What follows belongs to an exercise in optimizing a design on an open flow for small area, a short achievable clock period and few clock cycles per item; a production flow would make more cautious choices. In this exercise RTL edits were held to simulation tests only and were not proved equivalent to the original. No activity file was given, so power comes from the tool's default toggle rates.

// huff_encoder
module huff_encoder #(
  parameter int SYM_W  = 5,
  parameter int LEN_W  = 6,
  parameter int CODE_W = 32
) (
  input  logic                            clk,
  input  logic                            rst,
  input  logic [LEN_W+SYM_W+CODE_W-1:0]   cb_data,
  input  logic                            cb_valid,
  output logic                            cb_ready,
  input  logic                            start,
  input  logic                            flush,
  input  logic [SYM_W-1:0]                sym_in,
  input  logic                            sym_valid,
  output logic                            sym_ready,
  output logic [CODE_W-1:0]               data_out,
  output logic                            out_valid,
  input  logic                            out_ready,
  output logic [LEN_W-1:0]                out_bits,
  output logic                            out_last,
  output logic                            busy,
  output logic                            err
);
  localparam int DEPTH = 1 << SYM_W;
  ...
For scale: about 53,000 um2 of cells after synthesis.
clock: 7.0 ns
lec_check: 0
cap_margin: 20
core_margin: 2
core_utilization: 55
setup_slack_margin: 4.0
slew_margin: 20
tns_end_percent: 20
standard.sh (not shown) runs the stock make flow with config.mk's settings and CLKGATE_MAP_FILE= SYNTH_SCRIPT=/design/flow/synth_recipe.tcl, a recipe that flattens the netlist after the stock synthesis.
==> flow/flow/run.sh <==
#!/bin/bash
set -euo pipefail
export BUFFER_PORTS_ARGS="-buffer_cell sky130_fd_sc_hd__buf_2"
bash standard.sh > standard_flow.log 2>&1
Testbench counts at the start, summed over its fixed seeds: cycles 12,064, items 12,000.
Change:
==> flow/run.sh (new file) <==
#!/bin/bash
# synth_recipe.tcl (not shown) runs the flow's synth.tcl, then flattens the netlist and writes it again
# the make line also repeats each setting of config.mk as NAME=value (left out here)
make -C /OpenROAD-flow-scripts/flow DESIGN_CONFIG=/design/flow/config.mk WORK_HOME=/design/flow/orfs CLKGATE_MAP_FILE= SYNTH_SCRIPT=/design/flow/synth_recipe.tcl finish
removed: flow/flow/run.sh
removed: flow/standard.sh
Setup slack got worse by 0.017 ns.
Final area climbs slightly.
Via count stays flat.
Total power came out higher slightly.
Worst hold slack loses 0.023 ns.
Clock-buffer cell count falls by 14.
Die area is unchanged.
Global-route usage is higher by 0.14 points.
Wire length increases slightly.
Core utilization climbs by 0.88 points.

* * *

Another version of the RTL of huff_encoder (not shown whole).
Size: roughly 1400 flip-flops, ~99 I/O pins, roughly 52000 µm² of cells after synthesis.
==> flow/design.v (excerpt) <==
module huff_encoder #(
  parameter int SYM_W  = 5,
  parameter int LEN_W  = 6,
  parameter int CODE_W = 32
) (
  input  logic                            clk,
  input  logic                            rst,
  input  logic [LEN_W+SYM_W+CODE_W-1:0]   cb_data,
  input  logic                            cb_valid,
  output logic                            cb_ready,
  input  logic                            start,
  input  logic                            flush,
  input  logic [SYM_W-1:0]                sym_in,
  input  logic                            sym_valid,
  output logic                            sym_ready,
  output logic [CODE_W-1:0]               data_out,
  output logic                            out_valid,
  input  logic                            out_ready,
  output logic [LEN_W-1:0]                out_bits,
  output logic                            out_last,
  output logic                            busy,
  output logic                            err
);
Settings: LEC_CHECK=0, CAP_MARGIN=10, CORE_MARGIN=2, CORE_UTILIZATION=72, CTS_BUF_LIST=sky130_fd_sc_hd__clkbuf_16, CTS_CLUSTER_DIAMETER=80, CTS_CLUSTER_SIZE=28, SETUP_SLACK_MARGIN=4.4, SLEW_MARGIN=10, TNS_END_PERCENT=100; clock period 7.0 ns.
==> flow/flow/run.sh <==
#!/bin/bash
set -euo pipefail
export BUFFER_PORTS_ARGS="-buffer_cell sky130_fd_sc_hd__buf_2"
bash standard.sh > standard_flow.log 2>&1
Testbench counts at the start, summed over its fixed seeds: cycles 12,064, items 12,000.
==> next run, changes <==
- CAP_MARGIN: 10 -> 20
- CORE_UTILIZATION: 72 -> 60
- CTS_CLUSTER_DIAMETER: 80 -> 60
- CTS_CLUSTER_SIZE: 28 -> 24
- SLEW_MARGIN: 10 -> 20
The new run went through all stages and came out clean. Fmax goes up by 0.43%. Via count goes down by 1.0%. Area after synthesis stays the same. Setup slack gains 0.011 ns. Wire length goes up by 6.7%. Final cell count goes up by 6.1%. Non-clock buffer count goes down by 3. Die area goes up by 20%.

-- separate check: timing with driven ports --
How much do the figures lean on ideal ports? The routed layouts below were timed once more, with nothing changed but the port constraints. Step 1 (the two cells are an assumption about what drives the block):
set clk [get_ports {clk}]
set_driving_cell -lib_cell sky130_fd_sc_hd__clkbuf_16 $clk
set_driving_cell -lib_cell sky130_fd_sc_hd__buf_2 [delete_from_list [all_inputs] $clk]
Step 2 adds t to the input delays and takes it off the output delays; t is the mean of the earliest and latest rising clock arrival at the registers after step 1. Input paths then give back, and output paths get back, about the clock's delay inside the block. Slacks: ideal / step 1 / step 2; pairs: ideal / step 1.
run | shift t [ns] | slack for setup (ns) | slew at the worst register clock pin (ns)
the first run of note 1 | 0.815 | 3.896 / 3.820 / 3.410 | 0.06 / 0.06
the second run of note 1 | 0.827 | 3.878 / 3.799 / 3.195 | 0.06 / 0.06
the first run of note 2 | 0.744 | 4.304 / 4.232 / 3.808 | 0.11 / 0.11
the second run of note 2 | 0.750 | 4.315 / 4.239 / 3.831 | 0.10 / 0.10
After both steps setup and hold are still met in every run listed. For the second run of note 1, which loses most, drivers alone change the setup slack by -0.079 ns; drivers and shift together by -0.683 ns.
